Context: an optimization exercise on an open-source flow, tuned for small area and a short achievable clock period. The choices shown serve that exercise and are no tape-out recipe.
Function was checked by simulation only, so behaviour that the tests miss may differ from the original.
Power figures rest on the tool's default switching activity, not on a simulated workload. No driver is modelled on the clock port, so clocking that relies on it looks cheaper here than on a real chip.

## microarch_trace_buffer
module microarch_trace_buffer #(
    parameter int          NUM_STAGES  = 4,
    parameter int          DE_IDX      = 1,
    parameter int          PC_W        = 32,
    parameter int          DEPTH       = 16,
    parameter int          TS_W        = 16,
    parameter logic [31:0] FINISH_INSN = 32'h00002013,
    localparam int         AW          = $clog2(DEPTH),
    localparam int         LVL_W       = AW + 1
) (
    input  logic                       clk,
    input  logic                       rst_n,
    input  logic                       if_req_i,
    input  logic [NUM_STAGES-1:0]      ev_valid_i,
    input  logic [NUM_STAGES*PC_W-1:0] ev_pc_i,
    input  logic [31:0]                de_insn_i,
    output logic                       rec_valid_o,
    input  logic                       rec_ready_i,
    output logic [NUM_STAGES-1:0]      rec_mask_o,
    output logic [NUM_STAGES*PC_W-1:0] rec_pc_o,
    output logic [31:0]                rec_insn_o,
    output logic [TS_W-1:0]            rec_cycle_o,
    output logic                       rec_lost_o,
    output logic [15:0]                drop_cnt_o,
    output logic [LVL_W-1:0]           level_o,
    output logic                       finish_o
);
Size: roughly 6400 cells after synthesis, about 3000 flip-flops, roughly 370 I/O pins, about 0.11 mm2 of cells after synthesis.
Settings: LEC_CHECK=0, CAP_MARGIN=20, CORE_MARGIN=2, CORE_UTILIZATION=65, SETUP_SLACK_MARGIN=2.8, SLEW_MARGIN=65, SYNTH_HIERARCHICAL=1, SYNTH_MINIMUM_KEEP_SIZE=0; clock period 5.2 ns.
standard.sh (not shown) runs the stock make flow with config.mk's settings and CLKGATE_MAP_FILE= SYNTH_SCRIPT=/design/flow/synth_recipe.tcl, a recipe that flattens the netlist after the stock synthesis.
==> flow/flow/run.sh <==
#!/bin/bash
# Standard ORFS layout with a smaller port buffer cell and larger CTS sink clusters.
export BUFFER_PORTS_ARGS="-buffer_cell sky130_fd_sc_hd__buf_2"
export CTS_ARGS="-sink_clustering_enable -repair_clock_nets -dont_use_dummy_load -sink_clustering_size 30 -sink_clustering_max_diameter 80"
bash standard.sh finish > standard.log 2>&1
The baseline completed without violations.
Next try:
- CORE_UTILIZATION: 65 -> 55
The changed run passed the timing, design-rule and antenna checks.
Die area goes up by about a fifth.
Global-route usage goes down by 3.6 points.
Clock skew is about the same.
Non-clock buffer count goes up by 37.
Sequential share of layout area goes down by 0.87 points.
Routed wire length goes up by a little under a tenth.
Next try:
- CORE_UTILIZATION: 55 -> 60
- PLACE_DENSITY: default -> 0.8
Effect: Setup slack barely changes; wire length falls by 4.8%; die area falls by 8.3%; via count rises by 2.1%; power falls by 2.6%; critical path depth rises by 8; clock-buffer cell count falls by 20; worst hold slack is better by 16 ps; utilization rises by 4.9 points; non-clock buffer count falls by 42.
Next try:
- PLACE_DENSITY: 0.8 -> default
- SLEW_MARGIN: 65 -> 20
=> Maximum frequency fell by 7.8%; routed wire length went up by 3.0%; final area goes down by 1.6%; worst hold slack got worse by 200 ps; setup slack is worse by 220 ps; utilization fell by 1.1 points; sequential cell count is unchanged; synthesized area is unchanged; via count goes down by 2.5%; sequential share of layout area rises by 1.1 points; sequential power barely changes.

* * *

## P
microarch_trace_buffer again, from the RTL that the note above started with.
clock: 5.2 ns
lec_check: 0
cap_margin: 20
core_margin: 2
core_utilization: 60
setup_slack_margin: 2.8
slew_margin: 70
synth_hierarchical: 1
synth_minimum_keep_size: 0
Scripts as last shown in full above: flow/flow/run.sh
P: no failed stages, no open violations at the end
### P -> Q
Settings: TNS_END_PERCENT now 5, previously not set; SLEW_MARGIN now 65, was 70.
--- outcome ---
- Across Q and P, the outcome is the same: a clean finish for every run.
- Comparing Q and P, the lower final instance area is on Q.
- Compared with P, in Q fraction of layout cells with a size suffix above 1 fell 3.0 points, non-filler instance count after layout fell 184.
- The number of instances resized during post-cts repair number comes out lower for Q vs P.
- When Q is measured against P, its worst setup slack turns out 0.016 ns lower.

* * *

microarch_trace_buffer again, from the RTL that the note above started with.
Design microarch_trace_buffer, start of the top module:
module microarch_trace_buffer #(
    parameter int          NUM_STAGES  = 4,
    parameter int          DE_IDX      = 1,
    parameter int          PC_W        = 32,
    parameter int          DEPTH       = 16,
    parameter int          TS_W        = 16,
    parameter logic [31:0] FINISH_INSN = 32'h00002013,
    localparam int         AW          = $clog2(DEPTH),
    localparam int         LVL_W       = AW + 1
) (
    input  logic                       clk,
    input  logic                       rst_n,
    input  logic                       if_req_i,
    input  logic [NUM_STAGES-1:0]      ev_valid_i,
    input  logic [NUM_STAGES*PC_W-1:0] ev_pc_i,
    input  logic [31:0]                de_insn_i,
    output logic                       rec_valid_o,
    input  logic                       rec_ready_i,
    output logic [NUM_STAGES-1:0]      rec_mask_o,
    output logic [NUM_STAGES*PC_W-1:0] rec_pc_o,
    output logic [31:0]                rec_insn_o,
    output logic [TS_W-1:0]            rec_cycle_o,
    output logic                       rec_lost_o,
  ...
export LEC_CHECK = 0
export CAP_MARGIN = 20
export CORE_MARGIN = 2
export CORE_UTILIZATION = 60
export SETUP_SLACK_MARGIN = 2.8
export SLEW_MARGIN = 65
export SYNTH_HIERARCHICAL = 1
export SYNTH_MINIMUM_KEEP_SIZE = 0
create_clock -name core_clock -period 5.2 [get_ports {clk}]
Scripts as last shown in full above: flow/flow/run.sh
Edit:
--- a/flow/flow/run.sh
+++ b/flow/flow/run.sh
@@ -2 +2,2 @@
-# Standard ORFS layout with a smaller port buffer cell and larger CTS sink clusters.
+# Standard ORFS layout with a smaller port buffer cell, larger CTS sink
+# clusters and power (size) recovery after global-route timing repair.
@@ -4,0 +6 @@
+export RECOVER_POWER=100
What happened: This time the run finished with capacitance limit, slew limit left; routed wire length hardly moves; area after synthesis is unchanged; synthesized cell count does not change; worst setup slack degrades by 1.4 ns; sequential share of layout area rises by 0.92 points; combinational power falls by about 9%.
Edit:
==> flow/flow/run.sh (replaced) <==
#!/bin/bash
# Standard ORFS layout with a smaller port buffer cell and larger CTS sink clusters.
export BUFFER_PORTS_ARGS="-buffer_cell sky130_fd_sc_hd__buf_2"
export CTS_ARGS="-sink_clustering_enable -repair_clock_nets -dont_use_dummy_load -sink_clustering_size 24 -sink_clustering_max_diameter 100"
bash standard.sh finish > standard.log 2>&1
Effect: Now the flow finished clean. Synthesized cell count stays the same. Fmax rose by 55%. Cell area rose by 1.7%. First-iteration DRC count fell by 1.0%.

-- re-timing with driven ports --
In the flow no input, the clock included, has a driving cell. The finished layouts below were timed again as built, in two steps.
Step 1, drivers: a clkbuf_16 drives clk and a buf_2 each remaining input, both assumed.
Step 2 moves the port delays by t, midway between the first and last clock arrival at a register: inputs arrive t later, outputs are due t later. That takes back most of the time a late clock gives input paths.
Slacks: no drivers / after step 1 / after step 2; pairs: no drivers / after step 1.
| run | t (ns) | slack for setup (ns) | worst slew at a driven data input, ns |
|---|---|---|---|
| the first run of note 1 | 0.887 | 2.687 / 2.597 / 1.934 | 0.15 |
| the second run of note 1 | 0.903 | 2.650 / 2.561 / 1.914 | 0.14 |
| the third run of note 1 | 0.898 | 2.647 / 2.561 / 1.903 | 0.21 |
| the fourth run of note 1 | 0.906 | 2.431 / 2.498 / 1.592 | 0.16 |
| P | 0.908 | 2.665 / 2.572 / 1.905 | 0.17 |
| Q | 0.894 | 2.648 / 2.578 / 1.795 | 0.18 |
| the first run of note 3 | 0.899 | 2.663 / 2.567 / 1.904 | 0.17 |
| the second run of note 3 | 0.901 | 1.252 / 1.316 / 0.415 | 0.17 |
| the third run of note 3 | 0.909 | 2.650 / 2.563 / 1.881 | 0.16 |
The setup slack of Q, which loses most, moves by -0.070 ns with the drivers and by -0.853 ns with both steps.
